This is an optimization exercise on Yosys and OpenROAD, whose aim is a short achievable clock period and few clock cycles per item, not a production implementation.
Function was checked by simulation only, so behaviour that the tests miss may differ from the original.
Power and IR drop assume default switching activity.

--- flow/design.v ---
module mips_multicycle #(
  parameter int          ADDR_WIDTH = 12,
  parameter logic [31:0] RESET_PC   = 32'h0000_0000,
  parameter int          NUM_REGS   = 32
) (
  input  logic                  clk,
  input  logic                  reset,
  output logic                  mem_req,
  output logic                  mem_we,
  output logic [ADDR_WIDTH-1:0] mem_addr,
  output logic [31:0]           mem_wdata,
  input  logic [31:0]           mem_rdata,
  input  logic                  mem_ready,
  output logic                  halted,
  output logic                  retire_valid,
  output logic [31:0]           retire_pc
);
  localparam int RW    = NUM_REGS > 1 ? $clog2(NUM_REGS) : 1;
  localparam int WA    = ADDR_WIDTH - 2;         
  localparam int CIDX  = 6;                      
  localparam int NC    = 1 << CIDX;              
  localparam int CTAG  = WA - CIDX;              
  localparam int LIMIT = 52;                     
  localparam int NEAR  = 3;                      
  localparam logic [WA-1:0] LIMIT_W = LIMIT;
  localparam logic [WA-1:0] NEAR_W  = NEAR;
  logic                  preq_q, pdat_q, pwe_q;
  logic [ADDR_WIDTH-1:0] paddr_q;
  logic [31:0]           pwdata_q;
  logic [NC-1:0]         cv_q;
  logic [CTAG-1:0]       ctag_q [NC];
  logic [31:0]           cdat_q [NC];
  logic [NC-1:0]         bv_q;
  logic [CTAG-1:0]       btag_q [NC];
  logic [WA-1:0]         bt_q [NC];
  logic [31:0]           fpc_q;
  logic [CIDX-1:0]       fixn_q;    
  logic [WA-1:0]         ppc_q;
  logic                  nb_v_q;    
  logic [WA-1:0]         nb_t_q;
  logic                  in_win_q, pnear_q;
  logic [NC-1:0]         fpt_q;     
  logic                  pr_q;      
  logic [WA-1:0]         pr_w_q;
  logic [1:0]            iq_cnt_q;
  logic [31:0]           iq0_ir_q, iq0_pc_q, iq1_ir_q, iq1_pc_q;
  logic                  iq0_fp_q, iq1_fp_q;   
  logic                  iq0_pt_q, iq1_pt_q;   
  logic                  e_valid_q, e_trap_q, e_lw_q, e_sw_q, e_br_q, e_beq_q, e_pred_q, e_z_q;
  logic                  e_cin_q, e_and_q, e_or_q, e_slt_q;
  logic [4:0]            e_rs_q, e_rt_q, e_wr_q;
  logic [31:0]           e_pc_q, e_a_q, e_b_q, e_opb_q, e_imm_q, e_alt_q;
  logic                  e_fam_q, e_faw_q, e_fbm_q, e_fbw_q, e_ldh_q;   
  logic                  m_valid_q, m_trap_q, m_lw_q, m_mem_q, m_redir_q;
  logic                  e_fp_q, m_fp_q;      
  logic                  bi_q, w_ret_q;
  logic [CIDX-1:0]       bi_idx_q;
  logic [4:0]            m_wr_q;
  logic [31:0]           m_pc_q, m_res_q, m_alt_q;
  logic                  m_ahit_q;    
  logic [31:0]           m_air_q, m_apc4_q;
  logic                  w_valid_q, w_trap_q;
  logic [4:0]            w_wr_q;
  logic [31:0]           w_pc_q, w_val_q;
  logic                  stop_q, halting_q, halted_q;
  logic [31:0]           rf_q [NUM_REGS];
  logic hs, pfree;
  assign hs      = preq_q & mem_ready;
  assign pfree   = ~preq_q | mem_ready;
  assign mem_req   = preq_q & ~reset;
  assign mem_we    = pwe_q;
  assign mem_addr  = paddr_q;
  assign mem_wdata = pwdata_q;
  assign halted    = halted_q;
  assign retire_valid = w_ret_q;
  assign retire_pc = w_pc_q;
  logic [WA-1:0]   f_w;
  logic [CIDX-1:0] f_idx;
  logic            f_hit, f_infl, f_direct, f_avail, f_need, b_hit;
  logic [31:0]     f_ir;
  logic [WA-1:0]   b_tw;
  assign f_w      = fpc_q[ADDR_WIDTH-1:2];
  assign f_idx    = f_w[CIDX-1:0];
  logic [NC-1:0]   f_match, b_match;
  always_comb
    for (int i = 0; i < NC; i++) begin
      f_match[i] = cv_q[i] && ctag_q[i] == f_w[WA-1:CIDX] && f_idx == i[CIDX-1:0];
      b_match[i] = bv_q[i] && btag_q[i] == f_w[WA-1:CIDX] && f_idx == i[CIDX-1:0];
    end
  assign f_hit    = |f_match;
  assign f_infl   = preq_q && !pdat_q && paddr_q[ADDR_WIDTH-1:2] == f_w;
  assign f_direct = f_infl & mem_ready;
  assign f_avail  = f_hit | f_direct;
  assign f_need   = !f_hit && !f_infl;
  assign f_ir     = f_hit ? cdat_q[~fixn_q] : mem_rdata;
  assign b_hit    = |b_match;
  assign b_tw     = bt_q[f_idx];
  logic        m_fwd, w_we;
  logic [31:0] m_res;
  assign m_fwd = m_valid_q && !m_lw_q && m_wr_q != 5'd0;
  assign m_res = m_res_q;
  assign w_we  = w_valid_q && !w_trap_q && w_wr_q != 5'd0;
  logic        d_valid;
  logic [5:0]  d_op, d_fn;
  logic [4:0]  d_rs, d_rt, d_rd;
  logic [31:0] d_simm, d_pc4, d_bt, d_jt, d_rs_val, d_rt_val;
  logic        d_r, d_lw, d_sw, d_beq, d_bne, d_addi, d_j, d_legal, d_pred, d_redir_k;
  logic        d_alu, d_sub, d_urs, d_urt, d_haz;
  logic [WA-1:0] d_tw;
  assign d_valid = iq_cnt_q != 2'd0;
  assign d_op   = iq0_ir_q[31:26];
  assign d_rs   = iq0_ir_q[25:21];
  assign d_rt   = iq0_ir_q[20:16];
  assign d_rd   = iq0_ir_q[15:11];
  assign d_fn   = iq0_ir_q[5:0];
  assign d_simm = {{16{iq0_ir_q[15]}}, iq0_ir_q[15:0]};
  assign d_r    = d_op == 6'h00;
  assign d_lw   = d_op == 6'h23;
  assign d_sw   = d_op == 6'h2B;
  assign d_beq  = d_op == 6'h04;
  assign d_bne  = d_op == 6'h05;
  assign d_addi = d_op == 6'h08;
  assign d_j    = d_op == 6'h02;
  assign d_legal = (d_r && (d_fn == 6'h20 || d_fn == 6'h22 || d_fn == 6'h24 || d_fn == 6'h25 || d_fn == 6'h2A))
                 || d_lw || d_sw || d_beq || d_bne || d_addi || d_j;
  assign d_alu  = d_r || d_addi;
  assign d_sub  = d_r && (d_fn == 6'h22 || d_fn == 6'h2A);
  assign d_urs  = !d_j;
  assign d_urt  = d_r || d_sw || d_beq || d_bne;
  assign d_pc4  = iq0_pc_q + 32'd4;
  logic [30:0] d_bt31;
  assign d_bt31 = {iq0_pc_q[31:2], 1'b1} + {d_simm[29:0], 1'b1};
  assign d_bt   = {d_bt31[30:1], 2'b00};
  assign d_jt   = {d_pc4[31:28], iq0_ir_q[25:0], 2'b00};
  assign d_pred = (iq0_fp_q && (d_beq || d_bne)) ||
                  (d_beq && (d_rs == d_rt || iq0_ir_q[15] || iq0_pt_q)) ||
                  (d_bne && d_rs != d_rt && (iq0_ir_q[15] || iq0_pt_q));
  assign d_redir_k = (d_j || d_pred) && !iq0_fp_q;
  assign d_tw   = d_j ? iq0_ir_q[WA-1:0] : d_bt[ADDR_WIDTH-1:2];
  assign d_haz  = d_alu &&
                  ((e_valid_q && e_wr_q != 5'd0 &&
                    ((d_urs && e_wr_q == d_rs) || (d_urt && e_wr_q == d_rt))) ||
                   (m_valid_q && m_lw_q && m_wr_q != 5'd0 &&
                    ((d_urs && m_wr_q == d_rs) || (d_urt && m_wr_q == d_rt))));
  assign d_rs_val = (d_rs == 5'd0 || {27'b0, d_rs} >= NUM_REGS) ? 32'h0 :
                    (m_fwd && m_wr_q == d_rs) ? m_res :
                    (w_we && w_wr_q == d_rs) ? w_val_q : rf_q[d_rs[RW-1:0]];
  assign d_rt_val = (d_rt == 5'd0 || {27'b0, d_rt} >= NUM_REGS) ? 32'h0 :
                    (m_fwd && m_wr_q == d_rt) ? m_res :
                    (w_we && w_wr_q == d_rt) ? w_val_q : rf_q[d_rt[RW-1:0]];
  logic [31:0] e_fa, e_fb, e_sum, e_log, e_res;
  logic [ADDR_WIDTH-1:0] e_ea;
  logic        e_live, e_mem, e_mis, m_busy, e_adv, e_accept, e_taken, e_misp, e_mis_adv;
  assign e_live = e_valid_q && !m_redir_q;
  assign e_fa = e_fam_q ? m_res : e_faw_q ? w_val_q : e_a_q;
  assign e_fb = e_fbm_q ? m_res : e_fbw_q ? w_val_q : e_b_q;
  logic [32:0] e_sum33;
  assign e_sum33 = {e_a_q, 1'b1} + {e_cin_q ? ~e_opb_q : e_opb_q, e_cin_q};
  assign e_sum = e_sum33[32:1];
  assign e_res = e_slt_q ? {31'b0, (e_a_q[31] != e_b_q[31]) ? e_a_q[31] : e_sum[31]} :
                 (e_and_q | e_or_q) ? e_log : e_sum;
  assign e_log = e_and_q ? (e_a_q & e_b_q) : (e_a_q | e_b_q);
  assign e_ea  = e_fa[ADDR_WIDTH-1:0] + e_imm_q[ADDR_WIDTH-1:0];
  assign e_mem = e_lw_q | e_sw_q;
  assign e_mis = e_mem && e_ea[1:0] != 2'b00;
  assign m_busy = m_valid_q && m_mem_q && !mem_ready;   
  assign e_adv  = e_live && !m_busy && !e_ldh_q && (!e_mem || pfree);
  assign e_accept = !e_valid_q || e_adv;
  assign e_taken  = e_beq_q ? (e_fa == e_fb) : (e_fa != e_fb);
  assign e_misp   = e_br_q && (e_taken != e_pred_q) && !e_z_q;
  assign e_mis_adv  = e_adv && e_mis;
  logic issue_data;
  assign issue_data = e_adv && e_mem && !e_mis;
  logic [WA-1:0]   a_w;
  logic [CIDX-1:0] a_idx;
  logic            a_hit, a_fill;
  assign a_w    = e_alt_q[ADDR_WIDTH-1:2];
  assign a_idx  = a_w[CIDX-1:0];
  assign a_hit  = cv_q[a_idx] && ctag_q[a_idx] == a_w[WA-1:CIDX];
  assign a_fill = m_redir_q && m_ahit_q;
  logic d_adv, d_redirect, d_trap_adv, iq_flush, push, b_redirect;
  assign d_adv      = d_valid && e_accept && !stop_q && !halting_q && !d_haz && !m_redir_q;
  assign d_redirect = d_adv && d_redir_k;
  assign d_trap_adv = d_adv && !d_legal;
  assign iq_flush   = m_redir_q || e_mis_adv || d_redirect || d_trap_adv;
  assign push       = f_avail && iq_cnt_q != 2'd2 && !stop_q && !halting_q && !m_redir_q;
  assign b_redirect = push && nb_v_q;
  logic [4:0] x_rs, x_rt;
  logic       x_urs, x_urt, x_alu, m_adv, e_wrr, nfam, nfaw, nfbm, nfbw, nldh;
  assign x_rs  = d_adv ? d_rs : e_rs_q;
  assign x_rt  = d_adv ? d_rt : e_rt_q;
  assign x_urs = d_adv ? d_urs : !e_br_q && !e_mem ? 1'b0 : 1'b1;
  assign x_urt = d_adv ? d_urt : e_br_q || e_sw_q;
  assign x_alu = d_adv ? d_alu : !(e_br_q || e_mem);
  assign m_adv = m_valid_q && !m_busy;
  assign e_wrr = e_wr_q != 5'd0 && !e_lw_q && !e_mis;
  assign nfam = e_adv && e_wrr && e_wr_q == d_rs && !d_alu;
  assign nfbm = e_adv && e_wrr && e_wr_q == d_rt && !d_alu;
  assign nfaw = m_adv && m_wr_q != 5'd0 && m_wr_q == x_rs && !x_alu;
  assign nfbw = m_adv && m_wr_q != 5'd0 && m_wr_q == x_rt && !x_alu;
  assign nldh = (e_adv && e_lw_q && !e_mis && e_wr_q != 5'd0 && !d_alu &&
                 ((d_urs && e_wr_q == d_rs) || (d_urt && e_wr_q == d_rt))) ||
                (m_busy && m_lw_q && m_wr_q != 5'd0 && !x_alu &&
                 ((x_urs && m_wr_q == x_rs) || (x_urt && m_wr_q == x_rt)));
  logic d_btb_wr, d_c12;
  logic [WA:0] d_lo;
  assign d_lo     = {1'b0, iq0_pc_q[ADDR_WIDTH-1:2]} + {1'b0, d_simm[WA-1:0]} + 1'b1;
  assign d_c12    = d_lo[WA];
  assign d_btb_wr = d_redirect && !d_j && iq0_pc_q[ADDR_WIDTH-1:2] != '0 &&
                    ((d_simm[31:WA] == '0 && !d_c12) || (d_simm[31:WA] == '1 && d_c12));
  logic                  bw_q;
  logic [CIDX-1:0]       bw_idx_q;
  logic [CTAG-1:0]       bw_tag_q;
  logic [WA-1:0]         bw_t_q;
  logic [CIDX-1:0] p_idx;
  logic            p_hit, p_infl, in_win, pnear, memop_soon, want_fill, issue_fill, skip;
  logic [WA-1:0]   pdist, cand;
  assign p_idx  = ppc_q[CIDX-1:0];
  assign p_hit  = cv_q[p_idx] && ctag_q[p_idx] == ppc_q[WA-1:CIDX];
  assign p_infl = preq_q && !pdat_q && paddr_q[ADDR_WIDTH-1:2] == ppc_q;
  assign pdist  = ppc_q - f_w;
  assign in_win = in_win_q && !(pr_q && !keep);
  assign pnear  = pnear_q;
  assign memop_soon = (iq_cnt_q != 2'd0 && (iq0_ir_q[31:26] == 6'h23 || iq0_ir_q[31:26] == 6'h2B)) ||
                      (iq_cnt_q == 2'd2 && (iq1_ir_q[31:26] == 6'h23 || iq1_ir_q[31:26] == 6'h2B)) ||
                      (e_valid_q && e_mem);
  assign cand      = f_need ? f_w : ppc_q;
  assign skip      = !f_need && in_win && (p_hit || p_infl);
  assign want_fill = !stop_q && !halting_q && !m_redir_q &&
                     (f_need || (in_win && !p_hit && !p_infl && (pnear || !memop_soon)));
  assign issue_fill = pfree && want_fill && !issue_data;
  logic [WA-1:0] ppc_n, pr_w_n, rd_a, rd_m;
  logic          keep, keep_q;
  assign ppc_n  = f_need ? (issue_fill ? f_w + 1'b1 : f_w) :
                  (skip || issue_fill) ? ppc_q + 1'b1 : ppc_q;
  assign rd_a   = ppc_q - m_apc4_q[ADDR_WIDTH-1:2];
  assign rd_m   = ppc_q - m_alt_q[ADDR_WIDTH-1:2];
  assign keep   = keep_q;
  assign pr_w_n = a_fill ? m_apc4_q[ADDR_WIDTH-1:2] :
                  m_redir_q ? m_alt_q[ADDR_WIDTH-1:2] : d_tw;
  always_ff @(posedge clk) begin
    if (hs && !pdat_q) begin
      cdat_q[paddr_q[CIDX+1:2]] <= mem_rdata;
      ctag_q[paddr_q[CIDX+1:2]] <= paddr_q[ADDR_WIDTH-1:CIDX+2];
    end
    {bw_tag_q, bw_idx_q} <= iq0_pc_q[ADDR_WIDTH-1:2] - 1'b1;
    bw_t_q   <= d_tw;
    if (bw_q) begin
      btag_q[bw_idx_q] <= bw_tag_q;
      bt_q[bw_idx_q]   <= bw_t_q;
    end
    pr_w_q <= pr_w_n;
    keep_q <= a_fill ? !rd_a[WA-1] : m_redir_q ? !rd_m[WA-1] : 1'b1;
    if (push) nb_t_q <= b_tw;
    in_win_q <= pdist < LIMIT_W;
    pnear_q  <= pdist < NEAR_W;
    if (a_fill) begin
      iq0_ir_q <= m_air_q;
      iq0_pc_q <= m_alt_q;
      iq0_fp_q <= 1'b0;
      iq0_pt_q <= 1'b0;
    end else if (iq_cnt_q == 2'd2) begin
      if (d_adv) begin
        iq0_ir_q <= iq1_ir_q;
        iq0_pc_q <= iq1_pc_q;
        iq0_fp_q <= iq1_fp_q;
        iq0_pt_q <= iq1_pt_q;
      end
    end else if (iq_cnt_q == 2'd0 || d_adv) begin
      iq0_ir_q <= f_ir;
      iq0_pc_q <= fpc_q;
      iq0_fp_q <= nb_v_q;
      iq0_pt_q <= fpt_q[f_idx];
    end else begin
      iq1_ir_q <= f_ir;
      iq1_pc_q <= fpc_q;
      iq1_fp_q <= nb_v_q;
      iq1_pt_q <= fpt_q[f_idx];
    end
    if (d_adv) begin
      e_trap_q    <= !d_legal;
      e_lw_q      <= d_lw;
      e_sw_q      <= d_sw;
      e_br_q      <= d_beq | d_bne;
      e_beq_q     <= d_beq;
      e_pred_q    <= d_pred;
      e_z_q       <= iq0_ir_q[15:0] == 16'h0;
      e_cin_q     <= d_sub;
      e_and_q     <= d_r && d_fn == 6'h24;
      e_or_q      <= d_r && d_fn == 6'h25;
      e_slt_q     <= d_r && d_fn == 6'h2A;
      e_rs_q      <= d_rs;
      e_rt_q      <= d_rt;
      e_wr_q      <= !d_legal ? 5'd0 : d_r ? d_rd : (d_addi || d_lw) ? d_rt : 5'd0;
      e_pc_q      <= iq0_pc_q;
      e_a_q       <= d_rs_val;
      e_b_q       <= d_rt_val;
      e_opb_q     <= d_addi ? d_simm : d_rt_val;
      e_imm_q     <= d_simm;
      e_alt_q     <= d_pred ? d_pc4 : d_bt;
      e_fp_q      <= iq0_fp_q && !iq0_ir_q[15];
    end else begin
      e_a_q <= e_fa;
      e_b_q <= e_fb;
    end
    e_fam_q <= nfam && d_adv;
    e_fbm_q <= nfbm && d_adv;
    e_faw_q <= nfaw;
    e_fbw_q <= nfbw;
    e_ldh_q <= nldh;
    if (e_adv) begin
      m_trap_q <= e_trap_q | e_mis;
      m_lw_q   <= e_lw_q & !e_mis;
      m_mem_q  <= e_mem & !e_mis;
      m_wr_q   <= e_mis ? 5'd0 : e_wr_q;
      m_pc_q   <= e_pc_q;
    end
    m_res_q <= e_res;
    m_alt_q <= e_alt_q;
    m_fp_q  <= e_fp_q;
    bi_idx_q <= m_pc_q[CIDX+1:2] - 1'b1;
    m_apc4_q  <= e_alt_q + 32'd4;
    m_ahit_q  <= a_hit;
    m_air_q   <= cdat_q[a_idx];
    if (reset) begin
      pwe_q    <= 1'b0;
      paddr_q  <= RESET_PC[ADDR_WIDTH-1:0];
    end else if (issue_data) begin
      pwe_q    <= e_sw_q;
      paddr_q  <= {e_ea[ADDR_WIDTH-1:2], 2'b00};
      pwdata_q <= e_fb;
    end else if (issue_fill) begin
      pwe_q    <= 1'b0;
      paddr_q  <= {cand, 2'b00};
    end
    w_wr_q   <= m_wr_q;
    w_pc_q   <= m_pc_q;
    w_trap_q <= m_trap_q;
    w_val_q  <= m_lw_q ? mem_rdata : m_res;
    if (reset) begin
      preq_q    <= 1'b1;
      pdat_q    <= 1'b0;
      cv_q      <= '0;
      bv_q      <= '0;
      fpt_q     <= '0;
      bw_q      <= 1'b0;
      bi_q      <= 1'b0;
      w_ret_q   <= 1'b0;
      fpc_q     <= RESET_PC;
      fixn_q    <= ~RESET_PC[CIDX+1:2];
      ppc_q     <= RESET_PC[ADDR_WIDTH-1:2];
      pr_q      <= 1'b0;
      nb_v_q    <= 1'b0;
      iq_cnt_q  <= 2'd0;
      e_valid_q <= 1'b0;
      m_valid_q <= 1'b0;
      m_redir_q <= 1'b0;
      w_valid_q <= 1'b0;
      stop_q    <= 1'b0;
      halting_q <= 1'b0;
      halted_q  <= 1'b0;
      for (int i = 0; i < NUM_REGS; i++) rf_q[i] <= '0;
    end else begin
      if (issue_data || issue_fill) begin
        preq_q <= 1'b1;
        pdat_q <= issue_data;
      end else if (hs) preq_q <= 1'b0;
      if (hs && !pdat_q) cv_q[paddr_q[CIDX+1:2]] <= 1'b1;
      bw_q <= d_btb_wr;
      bi_q <= m_redir_q && m_fp_q;
      if (bi_q) bv_q[bi_idx_q] <= 1'b0;
      if (bw_q) bv_q[bw_idx_q] <= 1'b1;
      if (a_fill) fpc_q <= m_apc4_q;
      else if (m_redir_q) fpc_q <= m_alt_q;
      else if (d_redirect) fpc_q <= d_j ? d_jt : d_bt;
      else if (b_redirect) fpc_q <= {fpc_q[31:ADDR_WIDTH], nb_t_q, 2'b00};
      else if (push) fpc_q <= fpc_q + 32'd4;
      if (a_fill) fixn_q <= ~m_apc4_q[CIDX+1:2];
      else if (m_redir_q) fixn_q <= ~m_alt_q[CIDX+1:2];
      else if (d_redirect) fixn_q <= d_j ? ~iq0_ir_q[CIDX-1:0] : ~d_bt[CIDX+1:2];
      else if (b_redirect) fixn_q <= ~nb_t_q[CIDX-1:0];
      else if (push) fixn_q <= ~(~fixn_q + 1'b1);
      if (a_fill) iq_cnt_q <= 2'd1;
      else if (iq_flush) iq_cnt_q <= 2'd0;
      else iq_cnt_q <= iq_cnt_q + {1'b0, push} - {1'b0, d_adv};
      pr_q <= m_redir_q || d_redirect;
      if (d_redirect || m_redir_q) nb_v_q <= 1'b0;
      else if (push) nb_v_q <= b_hit && !b_redirect;
      if (pr_q && !keep && !f_need) ppc_q <= pr_w_q;
      else ppc_q <= ppc_n;
      e_valid_q <= (e_live && !e_adv) || (d_adv && !e_mis_adv);
      m_valid_q <= (m_valid_q && m_busy) || e_adv;
      m_redir_q <= e_adv && e_misp;
      if (e_adv && e_br_q) fpt_q[e_pc_q[CIDX+1:2]] <= e_taken;
      w_valid_q <= m_valid_q && !m_busy;
      w_ret_q   <= m_valid_q && !m_busy && !m_trap_q;
      if (w_we && {27'b0, w_wr_q} < NUM_REGS) rf_q[w_wr_q[RW-1:0]] <= w_val_q;
      stop_q    <= !m_redir_q && (stop_q || d_trap_adv || e_mis_adv);
      if (m_valid_q && m_trap_q) halting_q <= 1'b1;
      if ((halting_q || (m_valid_q && m_trap_q)) && !preq_q) halted_q <= 1'b1;
    end
  end
endmodule
--- flow/run.sh ---
#!/bin/bash
# synth_recipe.tcl (not shown) runs the flow's synth.tcl, then flattens the netlist and writes it again
# the make line also repeats each setting of config.mk as NAME=value (left out here)
make -C /OpenROAD-flow-scripts/flow DESIGN_CONFIG=/design/flow/config.mk WORK_HOME=/design/flow/orfs CLKGATE_MAP_FILE= SYNTH_SCRIPT=/design/flow/synth_recipe.tcl finish
--- flow/config.mk ---
export PLATFORM = sky130hd
export DESIGN_NAME = mips_multicycle
export DESIGN_NICKNAME = mips_multicycle
export VERILOG_FILES = /design/flow/design.v
export SDC_FILE = /design/flow/constraint.sdc
export NUM_CORES = 4
export LEC_CHECK = 0
export CAP_MARGIN = 20
export CORE_MARGIN = 2
export CORE_UTILIZATION = 40
export SETUP_SLACK_MARGIN = 2.8
export SLEW_MARGIN = 20
--- flow/constraint.sdc ---
create_clock -name core_clock -period 6.0 [get_ports {clk}]
set_input_delay 1.2000 -clock core_clock [delete_from_list [all_inputs] [get_ports {clk}]]
set_output_delay 1.2000 -clock core_clock [all_outputs]
set_load 0.01 [all_outputs]
==> run summary <==
## sequential cells by signal (all words and copies together), names as in the netlist, 64 cells and up, named ones only
| name | flops |
|---|---|
| bt_q | 640 |
| btag_q | 256 |
| bv_q | 64 |
| cdat_q | 2048 |
| ctag_q | 256 |
| cv_q | 64 |
| fpt_q | 64 |
| rf_q | 1024 |
## through the flow
| step | power [mW] | utilization, % |
|---|---|---|
| CTS | 133 | 47.2 |
| global placement | 91.4 | 42.5 |
| detailed placement | 91.6 | 42.5 |
| floorplan | 74.4 | - |
| finish | 137 | 48.0 |
| global route | 141 | 48.0 |
## final timing paths
check / from / to / slack (ps)
worst max-delay path: fpc_q[3] / paddr_q[4] / 2230
worst min-delay path: m_pc_q[28] / w_pc_q[28] / 330
worst max register to register: fpc_q[3] / paddr_q[4] / 2230
worst min register to register: m_pc_q[28] / w_pc_q[28] / 330
## placed cells by master (no fill, tap or decap), types with 48 or more instances in the layout
cell type	netlist	routed
nor4_1	102	73
inv_1	165	153
clkbuf_16	0	627
o21ai_0	400	206
nor2_4	0	125
dfxtp_4	0	52
mux2_4	0	48
buf_16	0	131
dfxtp_1	607	535
dlygate4sd2_1	0	65
clkinv_2	0	86
ha_1	127	105
a31oi_1	75	66
clkinv_1	4	102
clkbuf_1	788	140
nor2_1	718	577
buf_4	34	770
a21oi_1	659	574
mux4_2	2014	2014
buf_6	13	167
buf_12	0	224
o22ai_1	159	123
o21ai_1	15	112
o221ai_1	230	228
mux2i_1	735	675
nor3_1	154	131
nand4_1	157	157
mux2_2	98	50
o21ai_2	0	59
a211oi_1	74	69
and2_1	1027	1020
a21oi_2	0	75
xor2_1	387	374
nand2_1	530	498
nand3_1	210	188
xnor2_1	449	437
edfxtp_1	4561	4561
## kinds of logic (layout without fill, tap and decap cells)
| group | count (synthesis) | count (layout) | share of synthesized area, % |
|---|---|---|---|
| buffers and inverters | 1379 | 2724 | 2.27 |
| DFF | 5168 | 5168 | 60.7 |
| xor gates and xnor gates | 836 | 836 | 2.98 |
| adders and majority gates | 131 | 131 | 0.676 |
| AOI/OAI and AO/OA | 1897 | 1897 | 4.82 |
| muxes | 2847 | 2847 | 21.9 |
| other | 1 | 68 | 0.00153 |
| and+or+nand+nor | 3132 | 3139 | 6.59 |
## metal layers
metal  track usage (%)  routed length [µm]  vias to the layer above
li1                  -                   -                    63300
met1              37.6              341000                    83400
met2              44.2              418000                    10900
met3              6.75              103000                     2312
met4              13.9               57400                       26
met5                 0                 172                        -
## power breakdown
part / switching, mW / internal, mW
registers: 2.98 / 43.0
clock network: 15.1 / 20.0
logic: 31.9 / 24.1
## repair_timing
item                                     CTS  global route
hold buffers                               0             0
buffers inserted                         382           201
endpoints found under the setup margin  3505          1336
gates resized for setup                  967           538
cloned                                   102            52
pin swaps                                169           159
## critical path, delay by kind of cell, from the launching register on
kind,cells,cell delay (ps)
AO/OA/AOI/OAI,3,620
flip-flops,1,360
multiplexers,1,370
AND/OR/NAND/NOR,7,1200
adder cells (fa/ha/maj),1,160
buffers and inverters,7,950
## area by class of cell
cell class                      count  area share (%)
Multi-Input combinational cell   8884            32.7
Inverter                          171           0.239
Clock buffer                      749            5.27
Antenna cell                       34          0.0290
Clock inverter                    298            1.00
Sequential cell                  5168            50.9
Tap cell                         8092            3.45
Timing Repair Buffer             1506            6.48
==> summary.md <==
| Metric | Value |
|---|---|
| Seq/Total Area, Yosys | `60.7%` |
| Core footprint | `about 610000 µm²` |
| Dpl hpwl | `roughly 540 mm` |
| Drt pass-1 iters | `8` |
| Worst-Skew Late Latency | `1140 ps` |
| RSZ-0062 raised after global routing | `yes` |
| Top-Level Pins | `115` |
| Die width | `roughly 790 µm` |
| Endpoint type of the worst setup path | `register` |
| F_max | `roughly 270 MHz` |
| Rows | `between 200 and 300` |
| Largest net degree at the start of global routing | `170` |
| Slew margin rel. | `18.6%` |
| Grt total ovfl | `0` |
| Area Growth Syn to Fin | `19.6%` |
| DRT antenna net count | `0` |
| Warnings, synthesis | `1` |
| Via count | `160000` |
| Fin worst setup slack | `2230 ps` |
| Synth Instances | `around 15000` |
| Slowest library cell on the worst path | `mux2_2` |
| Share of layout cells above drive strength 1 | `30.9%` |
| Num Clock Sinks | `5168` |
| Routed Wire Length | `919 mm` |
| Multi-input logic area | `95900 µm²` |
| Post-route cell area | `about 290000 µm²` |
| DRC Markers | `0` |
| Hold_ws | `335 ps` |
| Hold path cells | `0` |
| Critical path launch point type | `register` |
| Tightest Pin Transition | `1220 ps` |
| Fill count | `50900` |
| Gr usage total | `28.4%` |
| Leak pwr | `100 nW` |
| Hold Vio Cnt, Final | `0` |
| Critical Path, Cell by Cell | `buf_12 > inv_8 > ha_4 > nor3b_4 > buf_4 > nand4_1 > nor4_2 > nor2_1 > o2111ai_2 > nor4_2 > buf_4 > nand2_8 > buf_4 > buf_6 > buf_16 > nor2_4 > mux2_2 > o2111a_1 > a31o_2` |
| Inserted Clock Buffers | `573` |
| Fin nets | `between 15000 and 20000` |
| Yosys reg bits | `5168` |
| CTS tree | `done` |
| Yosys top cell area share | `55.8%` |
| CP peak stage delay | `370 ps` |
| Outcome | `no timing/DRC/antenna violations` |
| Clock slew at reported path FFs | `around 70 ps` |
| Critical path class | `register to register` |
| Initial DRC count | `23400` |
| Port bufs | `112` |
| Initial antenna violation count | `between 60 and 70` |
| Place WS | `between 1000 and 1500 ps` |
| Critical path required time | `approximately 7000 ps` |
| Clock skew | `62.2 ps` |
| Post-synth cell types | `slightly below 100` |
| Fin Setup TNS | `0 ps` |
| Via/cell ratio | `6.42` |
| Largest fanout on the critical path | `5` |
| Placer Congestion | `0.990` |
| Root Driver | `clkbuf_16` |
| Most used cell, CP | `buf_4` |
| Top post-synthesis cells by area | `edfxtp_1 56%, mux4_2 18%, dfxtp_1 5.0%` |
| Final Cycle Share | `62.8%` |
| H-tree depth | `6` |
| Yosys top cell by area | `edfxtp_1` |
| Pwr Density | `467 nW/µm²` |
| Peak supply drop | `0.357 mV` |
| Class of the worst hold path | `register to register` |
| Register area | `149000 µm²` |
| Crit path time final | `3770 ps` |
| Most frequent cells after synthesis | `4561 x edfxtp_1, 2014 x mux4_2, 1027 x and2_1, 788 x clkbuf_1, 735 x mux2i_1` |
| Initial core utilization | `40.2%` |
| Dpl cell area | `260000 µm²` |
| Clk buf depth | `4` |
| DR WL/cell | `36.9 µm` |
| Main flop type after synthesis | `edfxtp_1` |
| Vias in the first global route | `154000` |
| Slew Limit Fails | `0` |
| Async set-reset flop share out of synthesis | `0%` |
| Chip Height | `787 µm` |
| First-pass GRT wire length | `about 1200 mm` |
| Synthesized area | `245000 µm²` |
| Critical path arrival | `4770 ps` |
| Endpoints failing setup | `0` |
| Synthesized area per cell | `approximately 16 µm²` |
| Max cap viols | `0` |
| Total Die Area | `620000 µm²` |
| Number of flops mapped to enable cells by yosys | `4561` |
| Top-count cell post-synth | `edfxtp_1` |
| Inst Count DP | `23100` |
| Final Instance Count excl. Fillers | `approximately 25000` |
| Worst R2R Path Depth | `19` |
Testbench counts, summed over its fixed seeds: cycles 72,355, instructions 53,074.

static timing again, ports no longer ideal:
How much do the figures lean on ideal ports? The routed layout below was timed once more, with nothing changed but the port constraints.
Step 1 (the two cells are an assumption about what drives the block):
set clk [get_ports {clk}]
set_driving_cell -lib_cell sky130_fd_sc_hd__clkbuf_16 $clk
set_driving_cell -lib_cell sky130_fd_sc_hd__buf_2 [delete_from_list [all_inputs] $clk]
Step 2 also shifts input and output timing later by t, the mid clock arrival at the registers, as if the neighbouring blocks saw the same clock.
Slacks: ideal / step 1 / step 2; pairs: ideal / step 1.
t, ns: 1.252
setup slack, ns: 2.235 / 2.235 / 1.338
hold WS [ns]: 0.335 / 0.303 / 0.335
worst setup path at the end: input to register
After both steps this run still meets setup and hold. The setup slack of this run moves by 0.000 ns with the drivers and by -0.897 ns with both steps.
